This is an optimization exercise on Yosys and OpenROAD, whose aim is small area and a short achievable clock period, not a production implementation.
No functional check of the RTL was part of any run shown here.

==> design/flow/design.v <==
package sgbm_cost_pkg;
    localparam int NUM_DISP   = 8;
    localparam int MAX_WIDTH  = 256;
    localparam int COL_BITS   = 8;
    localparam int BORDER_VAL = 63;
    localparam int GRAD_MAX   = 126;
    localparam int PIX_SHIFT  = 2;
    localparam int PIPE_LAT   = 6;
    localparam int COL_W    = 24;
    localparam int PIX_BT_W = 24;
    localparam int GRAD_BT_W = 21;
    localparam int SAMPLE_W = 45;
endpackage
`timescale 1ns/10ps
module bt_pg #(
    parameter int W   = 8,
    parameter bit SUB = 1'b0
) (
    input  logic [W-1:0] a,
    input  logic [W-1:0] b,
    output logic [W-1:0] p,
    output logic [W-1:0] g
);
    if (SUB) begin : g_sub
        assign p = ~(a ^ b);
        assign g = a & ~b;
    end else begin : g_add
        assign p = a ^ b;
        assign g = a & b;
    end
endmodule
module bt_add #(
    parameter int W   = 8,
    parameter bit SUB = 1'b0,
    parameter bit CI  = 1'b0,
    parameter bit SUM = 1'b1
) (
    input  logic [W-1:0] a,
    input  logic [W-1:0] b,
    output logic [W-1:0] s,
    output logic         co
);
    logic [W-1:0] p;
    logic [W-1:0] g;
    logic [W:0]   c;
    bt_pg #(.W(W), .SUB(SUB)) u_pg (
        .a(a),
        .b(b),
        .p(p),
        .g(g)
    );
    always_comb begin
        logic [W-1:0] gg, pp, ng, np;
        gg    = g;
        pp    = p;
        gg[0] = p[0] ? CI : g[0];
        pp[0] = 1'b0;
        for (int lvl = 0; (1 << lvl) < W; lvl++) begin
            ng = gg;
            np = pp;
            for (int i = 0; i < W; i++) begin
                if (((i >> lvl) & 1) == 1) begin
                    ng[i] = pp[i] ? gg[((i >> lvl) << lvl) - 1] : gg[i];
                    np[i] = pp[i] & pp[((i >> lvl) << lvl) - 1];
                end
            end
            gg = ng;
            pp = np;
        end
        c = {gg, CI};
    end
    assign co = c[W];
    for (genvar i = 0; i < W; i++) begin : g_sum
        assign s[i] = SUM ? (c[i] ? ~p[i] : p[i]) : 1'b0;
    end
endmodule
`timescale 1ns/10ps
module sgbm_bt_cost_top (
    input  logic        clk,
    input  logic        rst,
    input  logic        i_row_start,
    input  logic [7:0]  i_width,
    input  logic [23:0] i_left,
    input  logic [23:0] i_right,
    output logic [63:0] o_cost,
    output logic        o_valid,
    output logic        o_row_done
);
    logic              run;
    logic signed [8:0] rem;
    logic [3:0]        u;
    logic              b_pix;    
    logic              b_grad;   
    always_ff @(posedge clk) begin
        if (rst) begin
            run     <= 1'b0;
            o_valid <= 1'b0;
        end else begin
            if (!run) begin
                run <= i_row_start;
            end else if (rem == -9'sd5) begin
                run <= 1'b0;
            end
            o_valid <= run && (u >= 4'd12) && (rem >= -9'sd4);
        end
    end
    always_ff @(posedge clk) begin
        if (!run) begin
            rem <= $signed({1'b0, i_width});
            u   <= '0;
        end else begin
            rem <= rem - 9'sd1;
            if (u != 4'd15) u <= u + 4'd1;
        end
    end
    assign o_row_done = !run;
    assign b_pix  = !run || (u == 4'd0) || (rem <= 9'sd1);
    assign b_grad = (u <= 4'd2) || (rem <= -9'sd1);
    logic [9:0] ls1, ls2, ls3, rs1, rs2, rs3;
    logic [7:0] lp [0:3];
    logic [7:0] rp [0:9];
    logic [6:0] lg [0:1];
    logic [6:0] rg [0:7];
    logic [6:0] lg_new, rg_new;    
    function automatic logic [9:0] col_sum(input logic [23:0] c);
        col_sum = {2'b0, c[23:16]} + {1'b0, c[15:8], 1'b0} + {2'b0, c[7:0]};
    endfunction
    function automatic logic [6:0] grad_of(input logic [9:0] e_s, input logic e_co);
        logic [10:0] e;
        e = {~e_co, e_s};
        if (!e[10] && (e[9:6] != 4'd0 || e[5:0] == 6'h3f)) grad_of = 7'd126;
        else if (e[10] && e[9:6] != 4'hf)                 grad_of = 7'd0;
        else                                              grad_of = {~e[6], e[5:0]};
    endfunction
    logic [9:0] le_s, re_s;
    logic       le_co, re_co;
    bt_add #(.W(10), .SUB(1'b1), .CI(1'b0)) u_le (.a(ls1), .b(ls3), .s(le_s), .co(le_co));
    bt_add #(.W(10), .SUB(1'b1), .CI(1'b0)) u_re (.a(rs1), .b(rs3), .s(re_s), .co(re_co));
    assign lg_new = b_grad ? 7'd63 : grad_of(le_s, le_co);
    assign rg_new = b_grad ? 7'd63 : grad_of(re_s, re_co);
    always_ff @(posedge clk) begin
        ls1 <= col_sum(i_left);
        rs1 <= col_sum(i_right);
        ls2 <= ls1; ls3 <= ls2;
        rs2 <= rs1; rs3 <= rs2;
        lp[0] <= b_pix ? 8'd63 : i_left[15:8];
        rp[0] <= b_pix ? 8'd63 : i_right[15:8];
        for (int k = 1; k < 4; k++)  lp[k] <= lp[k-1];
        for (int k = 1; k < 10; k++) rp[k] <= rp[k-1];
        lg[0] <= lg_new;
        rg[0] <= rg_new;
        lg[1] <= lg[0];
        for (int k = 1; k < 8; k++) rg[k] <= rg[k-1];
    end
    logic [14:0] udp_r_new;
    logic [12:0] udg_r_new;
    logic [16:0] udp_l_new;
    logic [13:0] udg_l_new;
    logic [7:0] rp_el, rp_er;
    logic       rp_el_c, rp_er_c, rp_lr_c;
    bt_add #(.W(8), .SUB(1'b1), .CI(1'b1)) u_rp_el (.a(rp[3]), .b(rp[2]), .s(rp_el), .co(rp_el_c));
    bt_add #(.W(8), .SUB(1'b1), .CI(1'b1)) u_rp_er (.a(rp[1]), .b(rp[2]), .s(rp_er), .co(rp_er_c));
    bt_add #(.W(8), .SUB(1'b1), .CI(1'b1), .SUM(1'b0)) u_rp_lr (.a(rp[3]), .b(rp[1]), .s(), .co(rp_lr_c));
    always_comb begin
        logic [8:0] el, er, emax, emin;
        el   = {~rp_el_c, rp_el};
        er   = {~rp_er_c, rp_er};
        emax = !rp_lr_c ? er : el;
        emin = !rp_lr_c ? el : er;
        udp_r_new = {emax[8] ? 7'd0 : emax[7:1], emin[8] ? ~emin[8:1] : 8'hff};
    end
    logic [6:0] rg_el, rg_er;
    logic       rg_el_c, rg_er_c, rg_lr_c;
    bt_add #(.W(7), .SUB(1'b1), .CI(1'b1)) u_rg_el (.a(rg[1]), .b(rg[0]), .s(rg_el), .co(rg_el_c));
    bt_add #(.W(7), .SUB(1'b1), .CI(1'b1)) u_rg_er (.a(rg_new), .b(rg[0]), .s(rg_er), .co(rg_er_c));
    bt_add #(.W(7), .SUB(1'b1), .CI(1'b1), .SUM(1'b0)) u_rg_lr (.a(rg[1]), .b(rg_new), .s(), .co(rg_lr_c));
    always_comb begin
        logic [7:0] el, er, emax, emin;
        el   = {~rg_el_c, rg_el};
        er   = {~rg_er_c, rg_er};
        emax = !rg_lr_c ? er : el;
        emin = !rg_lr_c ? el : er;
        udg_r_new = {emax[7] ? 6'd0 : emax[6:1], emin[7] ? ~emin[7:1] : 7'h7f};
    end
    logic [8:0] lp_c1;
    logic [8:0] lp_fl, lp_fr, lp_gl, lp_gr;
    logic       lp_fl_c, lp_fr_c, lp_gl_c, lp_gr_c, lp_lr_c;
    assign lp_c1 = {1'b0, lp[2]} + 9'd1;
    bt_add #(.W(9), .SUB(1'b1), .CI(1'b1)) u_lp_fl (.a(lp_c1), .b({1'b0, lp[3]}), .s(lp_fl), .co(lp_fl_c));
    bt_add #(.W(9), .SUB(1'b1), .CI(1'b1)) u_lp_fr (.a(lp_c1), .b({1'b0, lp[1]}), .s(lp_fr), .co(lp_fr_c));
    bt_add #(.W(9), .SUB(1'b1), .CI(1'b0)) u_lp_gl (.a({1'b0, lp[3]}), .b(lp_c1), .s(lp_gl), .co(lp_gl_c));
    bt_add #(.W(9), .SUB(1'b1), .CI(1'b0)) u_lp_gr (.a({1'b0, lp[1]}), .b(lp_c1), .s(lp_gr), .co(lp_gr_c));
    bt_add #(.W(8), .SUB(1'b1), .CI(1'b1), .SUM(1'b0)) u_lp_lr (.a(lp[3]), .b(lp[1]), .s(), .co(lp_lr_c));
    always_comb begin
        logic [9:0] f, g;
        f = !lp_lr_c ? {~lp_fl_c, lp_fl} : {~lp_fr_c, lp_fr};
        g = !lp_lr_c ? {~lp_gr_c, lp_gr} : {~lp_gl_c, lp_gl};
        udp_l_new = {f[9] ? 9'd0 : f[9:1], g[9] ? 8'hff : g[8:1]};
    end
    logic [7:0] lg_c1;
    logic [7:0] lg_fl, lg_fr, lg_gl, lg_gr;
    logic       lg_fl_c, lg_fr_c, lg_gl_c, lg_gr_c, lg_lr_c;
    assign lg_c1 = {1'b0, lg[0]} + 8'd1;
    bt_add #(.W(8), .SUB(1'b1), .CI(1'b1)) u_lg_fl (.a(lg_c1), .b({1'b0, lg[1]}), .s(lg_fl), .co(lg_fl_c));
    bt_add #(.W(8), .SUB(1'b1), .CI(1'b1)) u_lg_fr (.a(lg_c1), .b({1'b0, lg_new}), .s(lg_fr), .co(lg_fr_c));
    bt_add #(.W(8), .SUB(1'b1), .CI(1'b0)) u_lg_gl (.a({1'b0, lg[1]}), .b(lg_c1), .s(lg_gl), .co(lg_gl_c));
    bt_add #(.W(8), .SUB(1'b1), .CI(1'b0)) u_lg_gr (.a({1'b0, lg_new}), .b(lg_c1), .s(lg_gr), .co(lg_gr_c));
    bt_add #(.W(7), .SUB(1'b1), .CI(1'b1), .SUM(1'b0)) u_lg_lr (.a(lg[1]), .b(lg_new), .s(), .co(lg_lr_c));
    always_comb begin
        logic [8:0] f, g;
        f = !lg_lr_c ? {~lg_fl_c, lg_fl} : {~lg_fr_c, lg_fr};
        g = !lg_lr_c ? {~lg_gr_c, lg_gr} : {~lg_gl_c, lg_gl};
        udg_l_new = {f[8] ? 7'd0 : f[7:1], g[8] ? 7'h7f : g[7:1]};
    end
    logic [16:0] udp_l;
    logic [13:0] udg_l;
    logic [14:0] udp_r [0:7];    
    logic [12:0] udg_r [0:7];
    logic [7:0]  dp [0:7];
    logic        np [0:7];
    logic [6:0]  dg [0:7];
    logic        ng [0:7];
    always_ff @(posedge clk) begin
        udp_l    <= udp_l_new;
        udg_l    <= udg_l_new;
        udp_r[0] <= udp_r_new;
        udg_r[0] <= udg_r_new;
        for (int k = 1; k < 8; k++) begin
            udp_r[k] <= udp_r[k-1];
            udg_r[k] <= udg_r[k-1];
        end
    end
    logic [6:0] rp_q [0:7];    
    logic [7:0] rg_q [0:7];    
    for (genvar d = 0; d < 8; d++) begin : g_disp
        logic [7:0] tp;
        logic [6:0] tg;
        logic       tp_c, tg_c;
        bt_add #(.W(8), .SUB(1'b1), .CI(1'b1)) u_dp (.a(lp[2]), .b(rp[2+d]), .s(tp), .co(tp_c));
        bt_add #(.W(7), .SUB(1'b1), .CI(1'b1)) u_dg (.a(lg[0]), .b(rg[d]), .s(tg), .co(tg_c));
        always_ff @(posedge clk) begin
            np[d] <= ~tp_c;
            dp[d] <= tp ^ {8{~tp_c}};
            ng[d] <= ~tg_c;
            dg[d] <= tg ^ {7{~tg_c}};
        end
        logic [8:0] ap, bp, mp;
        logic       bp_ge_ap;
        logic [9:0] rpv;
        logic       rpv_c;
        assign ap = np[d] ? {udp_r[d][7], udp_r[d][7:0]} : {2'b0, udp_r[d][14:8]};
        assign bp = np[d] ? {udp_l[7], udp_l[7:0]} : udp_l[16:8];
        bt_add #(.W(9), .SUB(1'b1), .CI(1'b1), .SUM(1'b0)) u_cp (
            .a({~bp[8], bp[7:0]}), .b({~ap[8], ap[7:0]}), .s(), .co(bp_ge_ap));
        assign mp = bp_ge_ap ? bp : ap;
        bt_add #(.W(10), .SUB(1'b1), .CI(1'b1)) u_rp (
            .a({2'b0, dp[d]}), .b({mp[8], mp}), .s(rpv), .co(rpv_c));
        logic [6:0] ag, bg, mg;
        logic       bg_ge_ag;
        logic [8:0] rgv;
        logic       rgv_c;
        assign ag = ng[d] ? udg_r[d][6:0] : {1'b0, udg_r[d][12:7]};
        assign bg = ng[d] ? udg_l[6:0] : udg_l[13:7];
        bt_add #(.W(7), .SUB(1'b1), .CI(1'b1), .SUM(1'b0)) u_cg (
            .a({~bg[6], bg[5:0]}), .b({~ag[6], ag[5:0]}), .s(), .co(bg_ge_ag));
        assign mg = bg_ge_ag ? bg : ag;
        bt_add #(.W(9), .SUB(1'b1), .CI(1'b1)) u_rg (
            .a({2'b0, dg[d]}), .b({{2{mg[6]}}, mg}), .s(rgv), .co(rgv_c));
        always_ff @(posedge clk) begin
            rp_q[d] <= {rpv[9], rpv[7:2]};
            rg_q[d] <= {rgv[8], rgv[6:0]};
        end
        logic [6:0] sum_s;
        logic       sum_c;
        bt_add #(.W(7), .SUB(1'b0), .CI(1'b0)) u_sum (
            .a({1'b0, rp_q[d][6] ? 6'd0 : rp_q[d][5:0]}),
            .b(rg_q[d][7] ? 7'd0 : rg_q[d][6:0]),
            .s(sum_s), .co(sum_c));
        always_ff @(posedge clk) begin
            o_cost[8*d +: 8] <= {sum_c, sum_s};
        end
    end
endmodule
==> design/flow/run.sh <==
#!/bin/bash
# synth_recipe.tcl (not shown) runs the flow's synth.tcl, then flattens the netlist and writes it again
# the make line also repeats each setting of config.mk as NAME=value (left out here)
make -C /OpenROAD-flow-scripts/flow DESIGN_CONFIG=/design/flow/config.mk WORK_HOME=/design/flow/orfs CLKGATE_MAP_FILE= SYNTH_SCRIPT=/design/flow/synth_recipe.tcl finish
==> design/flow/config.mk <==
export PLATFORM = sky130hd
export DESIGN_NAME = sgbm_bt_cost_top
export DESIGN_NICKNAME = sgbm_bt_cost_top
export VERILOG_FILES = /design/flow/design.v
export SDC_FILE = /design/flow/constraint.sdc
export NUM_CORES = 4
export LEC_CHECK = 0
export CAP_MARGIN = 20
export CORE_MARGIN = 2
export CORE_UTILIZATION = 40
export SETUP_SLACK_MARGIN = 4.5
export SLEW_MARGIN = 20
export SYNTH_HIERARCHICAL = 1
==> design/flow/constraint.sdc <==
create_clock -name core_clock -period 8.0 [get_ports {clk}]
set_input_delay 1.6000 -clock core_clock [delete_from_list [all_inputs] [get_ports {clk}]]
set_output_delay 1.6000 -clock core_clock [all_outputs]
set_load 0.01 [all_outputs]
==> results.sh, run 1 <==
export IMPL_routed_via_count=37300
export IMPL_clock_latency_ns=0.68
export IMPL_root_buffer="clkbuf_16"
export IMPL_cts_sinks=831
export IMPL_rsz0062_at_grt="yes"
export IMPL_drive_gt1_share_pct=25.0
export IMPL_required_ns=8.56
export IMPL_grt_antenna_before_repair=7
export IMPL_holdPathStages=0
export IMPL_reg2reg_to="udg_r[0][4]"
export IMPL_r2r_slack_ns=4.00
export IMPL_initial_core_util_pct=40.4
export IMPL_hold_buffers=0
export IMPL_clk_pin_slew_worst_paths_ns=0.06
export IMPL_fin_crit_sh_pct=50.0
export IMPL_synth_cells=5445
export IMPL_cp_end_kind="register"
export IMPL_wl_per_cell_um=16.6
export IMPL_final_nets=6456
export IMPL_hpwlAfterDp_um=92900
export IMPL_io_buffers=124
export IMPL_numCtsBuffers=91
export IMPL_synth_warnings=42
export IMPL_fin_skew_ns=0.0284
export IMPL_crit_type="reg2reg"
export IMPL_areaGrowthSynthToFinish_pct=22.0
export IMPL_firstDrtPassIters=6
export IMPL_fp_dieArea_um2=130000
export IMPL_fin_ws_ns=4.00
export IMPL_pre_cts_slack_ns=3.49
export IMPL_syn_avg_cell_area_um2=9.33
export IMPL_hold_viol=0
export IMPL_grt_max_degree=33
export IMPL_mostFrequentLayoutCell="dfxtp_1"
export IMPL_tightest_slew_ns=1.07
export IMPL_dp_cells=7125
export IMPL_hold_start="lp[0][2]"
export IMPL_cts_tree="done"
export IMPL_grt_pass1_wl_um=190000
export IMPL_gp_congestion=0.861
export IMPL_max_freq_mhz=250
export IMPL_status="timing/DRC/antenna clean"
export IMPL_io_pins=125
export IMPL_fin_crit_ns=4.00
export IMPL_grt_overflow=0
export IMPL_drv_slew=0
export IMPL_row_count=130
export IMPL_syn_area_um2=50800
export IMPL_hold_end="lp[1][2]"
export IMPL_r2r_start="rs3[0]"
export IMPL_crit_path_cell_trace="inv_2 > ha_4 > nand3b_1 > a311o_2 > o311a_2 > nor4_4 > nor2b_4 > o21ai_0 > nand3_2 > inv_1 > ha_4 > nor2b_1 > a311oi_2 > a21oi_2 > buf_6 > mux2i_4 > nand2_1"
export IMPL_die_h_um=360
export IMPL_worst_path_max_fanout=7
export IMPL_h_tree_depth=3
export IMPL_mostFrequentLayoutCells="dfxtp_1, inv_1, ha_1"
export IMPL_cpPeakStageDelay_ns=0.46
export IMPL_remaining_drc_errors=0
export IMPL_r2r_cells=17
export IMPL_cts_max_path_buffers=3
export IMPL_crit_path_top_delay_cell="a311o_2"
export IMPL_drt_iter0_drc=1874
export IMPL_maxSlewHeadroom_pct=26.7
export IMPL_grt_pass1_vias=35800
export IMPL_ant_nets=0
export IMPL_maxCapViolCount=0
export IMPL_coreArea_um2=126000
export IMPL_hold_class="reg2reg"
export IMPL_vias_per_cell=4.99
export IMPL_setup_viol=0
export IMPL_fin_setup_tns_ns=0
export IMPL_crit_top_cell="ha_4"
export IMPL_crit_path_start_kind="register"
export IMPL_cp_arrival_ns=4.55
export IMPL_die_w_um=360
export IMPL_track_usage_pct=18.2
export IMPL_final_cells=7473
export IMPL_wl_um=124000
sequential cells by signal, indices dropped and copies added (netlist names), 14 cells and up:
name    cells
udp_r     120
udg_r     104
rp         80
dp         64
o_cost     64
rg_q       64
dg         56
rg         56
rp_q       56
lp         32
udp_l      16
lg         14
udg_l      14
per-stage QoR:
| step | util (%) | hold slack, ns | area [um^2] |
|---|---|---|---|
| after floorplan | - | 0.310 | 51400 |
| after global placement | 42.8 | 0.310 | 53900 |
| after detailed placement | 42.8 | 0.312 | 53900 |
| after CTS | 46.9 | 0.302 | 59100 |
| after global routing | 49.2 | 0.312 | 62000 |
| final | 49.2 | 0.299 | 62000 |
worst max path at each step:
stage / startpoint / to / slack (ns) / depth (start not counted)
2_1_floorplan: ls1[0] / udg_l[10] / 4.41 / 19
3_3_place_gp: np[6] / rp_q[6][5] / 3.68 / 14
3_5_place_dp: np[7] / rp_q[7][3] / 3.49 / 14
4_1_cts: rs1[3] / udg_r[0][4] / 4.05 / 17
5_1_grt: rs3[0] / udg_r[0][4] / 3.80 / 18
6_report: rs3[0] / udg_r[0][4] / 4.00 / 17
worst max-delay path: cells and delay by family, from the launching register on:
| kind | cells | cell delay (ns) |
|---|---|---|
| AO/OA/AOI/OAI | 5 | 1.41 |
| flip-flops | 1 | 0.32 |
| buffers and inverters | 3 | 0.35 |
| adder cells (fa/ha/maj) | 2 | 0.44 |
| multiplexers | 1 | 0.32 |
| AND/OR/NAND/NOR | 6 | 1.05 |
cell type report:
| class | instances | area (um^2) |
|---|---|---|
| multi-input cells | 3731 | 34200 |
| diodes | 1 | 2.50 |
| inverters | 784 | 2960 |
| clock buffers | 125 | 2630 |
| clock inverters | 40 | 504 |
| repair buffers | 311 | 2870 |
| flip-flops and latches | 831 | 16800 |
| fillers | 11500 | 63900 |
| well taps | 1650 | 2060 |
routing by layer:
layer  vias to the layer above  routed length [um]  GRT usage (%)
li1                      19000                   -              -
met1                     17400               57300           24.1
met2                       656               57300           30.6
met3                       208                5500           2.94
met4                         0                3670           5.15
met5                         -                   0              0
timing repair:
item | CTS | global route
resized for setup | 282 | 448
gates cloned | 2 | 0
pin swaps | 76 | 145
endpoints found under the setup margin | 153 | 129
setup buffers | 114 | 65
==> run 2, diff against run 1 <==
--- a/design/flow/config.mk
+++ b/design/flow/config.mk
@@ -9,5 +9,5 @@
 export CORE_MARGIN = 2
 export CORE_UTILIZATION = 40
-export SETUP_SLACK_MARGIN = 4.5
+export SETUP_SLACK_MARGIN = 3
 export SLEW_MARGIN = 20
 export SYNTH_HIERARCHICAL = 1
==> results.sh, run 2 <==
export IMPL_crit_family="compound AO/OA/AOI/OAI gates"
export IMPL_crit_path_cell_trace="inv_1 > ha_1 > and2_1 > a311o_1 > o311a_2 > nor4_2 > nor2b_1 > o21ai_0 > nand3_1 > ha_1 > o21ai_0 > o2bb2ai_2 > o31ai_4 > mux2i_1 > a32oi_1"
export IMPL_r2r_slack_ns=3.40
export IMPL_top_regs="udp_r (120), udg_r (104), rp (80)"
export IMPL_h_tree_depth=3
export IMPL_maxCapViolCount=0
export IMPL_drv_slew=0
export IMPL_crit_type="reg2reg"
export IMPL_critical_path_startpoint="ls3[2]"
export IMPL_status="timing/DRC/antenna clean"
export IMPL_fin_crit_sh_pct=57.5
export IMPL_hpwlAfterDp_um=92000
export IMPL_crit_path_top_delay_cell="ha_1"
export IMPL_hold_class="reg2reg"
export IMPL_clk_pin_slew_worst_paths_ns=0.06
export IMPL_hold_end="lp[1][7]"
export IMPL_cts_tree="done"
export IMPL_clock_latency_ns=0.69
export IMPL_remaining_drc_errors=0
export IMPL_reg2reg_to="udg_l[0]"
export IMPL_cts_sinks=831
export IMPL_r2r_cells=15
export IMPL_fin_setup_tns_ns=0
export IMPL_areaGrowthSynthToFinish_pct=12.0
export IMPL_synth_warnings=42
export IMPL_syn_avg_cell_area_um2=9.33
export IMPL_drive_gt1_share_pct=13.7
export IMPL_largest_register="udp_r"
export IMPL_root_buffer="clkbuf_16"
export IMPL_cpPeakStageDelay_ns=0.52
export IMPL_mostFrequentLayoutCells="dfxtp_1, inv_1, ha_1"
export IMPL_cp_end_kind="register"
export IMPL_rsz0062_at_grt="no"
export IMPL_crit_buf_inv=1
export IMPL_grt_pass1_wl_um=185000
export IMPL_worst_path_max_fanout=8
export IMPL_max_freq_mhz=217
export IMPL_die_h_um=360
export IMPL_largest_reg_flops=120
export IMPL_setup_viol=0
export IMPL_maxSlewHeadroom_pct=27.9
export IMPL_syn_area_um2=50800
export IMPL_cp_arrival_ns=5.15
export IMPL_required_ns=8.54
export IMPL_fp_dieArea_um2=130000
export IMPL_tightest_slew_ns=1.05
export IMPL_crit_path_start_kind="register"
export IMPL_firstDrtPassIters=5
export IMPL_fin_crit_ns=4.60
export IMPL_vias_per_cell=4.96
export IMPL_wl_per_cell_um=15.8
export IMPL_final_nets=6276
export IMPL_initial_core_util_pct=40.4
export IMPL_cts_max_path_buffers=3
export IMPL_routed_via_count=36200
export IMPL_row_count=130
export IMPL_synth_cells=5445
export IMPL_hold_start="lp[0][7]"
export IMPL_hold_viol=0
export IMPL_drt_iter0_drc=1880
export IMPL_io_pins=125
export IMPL_holdPathStages=0
export IMPL_grt_antenna_before_repair=5
export IMPL_ant_nets=0
export IMPL_fin_util_pct=45.2
export IMPL_fin_skew_ns=0.0310
export IMPL_numCtsBuffers=92
export IMPL_wl_um=115000
export IMPL_r2r_start="ls3[2]"
export IMPL_grt_max_degree=33
export IMPL_io_buffers=124
export IMPL_track_usage_pct=17.7
export IMPL_coreArea_um2=126000
export IMPL_grt_overflow=0
export IMPL_die_w_um=360
export IMPL_gp_congestion=0.851
export IMPL_grt_pass1_vias=35500
export IMPL_mostFrequentLayoutCell="dfxtp_1"
==> run 2: per-stage QoR <==
| step | hold slack, ns | instance area, um^2 | cells | setup WS, ns |
|---|---|---|---|---|
| after global placement | 0.310 | 53600 | 7124 | 3.27 |
| after CTS | 0.313 | 56800 | 7292 | 3.12 |
| after detailed placement | 0.312 | 53600 | 7124 | 3.14 |
| after floorplan | 0.310 | 51000 | 5492 | 4.00 |
| after global routing | 0.309 | 56900 | 7294 | 3.04 |
| final | 0.298 | 56900 | 7296 | 3.40 |
==> run 2: area by class of cell <==
class                      count  area, um^2
fill                       12100       69000
multi-input combinational   3730       30700
sequential                   831       16600
inverter                     784        2940
clock buffer                 129        2730
tap                         1650        2060
timing repair buffer         131        1290
clock inverter                39         499
antenna                        2        5.00
==> run 2: worst max path at each step <==
stage	end	slack [ns]	cells after the start
finish	udg_l[0]	3.40	15
global route	udg_l[10]	3.04	18
CTS	udg_l[10]	3.12	17
detailed placement	udg_l[10]	3.14	17
global placement	udg_l[9]	3.27	17
floorplan	udg_r[0][0]	4.00	18
==> run 2: metal layers <==
layer	global-route usage (%)	vias to the layer above	share of wire, %
met5	0	-	0
met4	6.01	0	3.4
met3	2.90	182	4.3
met2	28.6	601	44
met1	23.9	16800	48
li1	-	18700	-
==> run 2: worst reg2reg max path, delay by kind of cell (launching register included) <==
kind                     cells  cell delay (ns)
AO/OA/AOI/OAI                7             1.75
adder cells (fa/ha/maj)      2             0.86
buffers and inverters        1             0.04
flip-flops                   1             0.31
multiplexers                 1             0.49
AND/OR/NAND/NOR              4             1.03
==> run 2: repair_timing <==
item | CTS | global route
setup buffers | 0 | 0
hold buffers | 0 | 0
setup endpoints to repair | 0 | 27
resized for setup | 0 | 6

[afterwards: timing with drivers on the ports]
The results above use ideal ports. As a check the final layouts listed here were re-extracted and re-timed, cells and wires unchanged. Step 1 sets driving cells, clkbuf_16 on the clock port and buf_2 on the other inputs (assumed; they add their load-dependent delay and slew). Step 2 times the ports against the registers' clock, not the clock port: input delays grow and output delays shrink by t, the midpoint of the rising clock arrivals with the driver on. a / b / c = no drivers / after step 1 / after step 2; a / b = the first two.
| run | shift t [ns] | slack for setup (ns) | latest minus earliest clock arrival (ns) |
|---|---|---|---|
| run 1 | 0.740 | 4.002 / 4.002 / 3.884 | 0.030 / 0.029 |
| run 2 | 0.750 | 3.397 / 3.397 / 3.397 | 0.032 / 0.032 |
After both steps setup and hold are still met in every run listed. For run 1, which loses most, drivers alone change the setup slack by 0.000 ns; drivers and shift together by -0.118 ns.
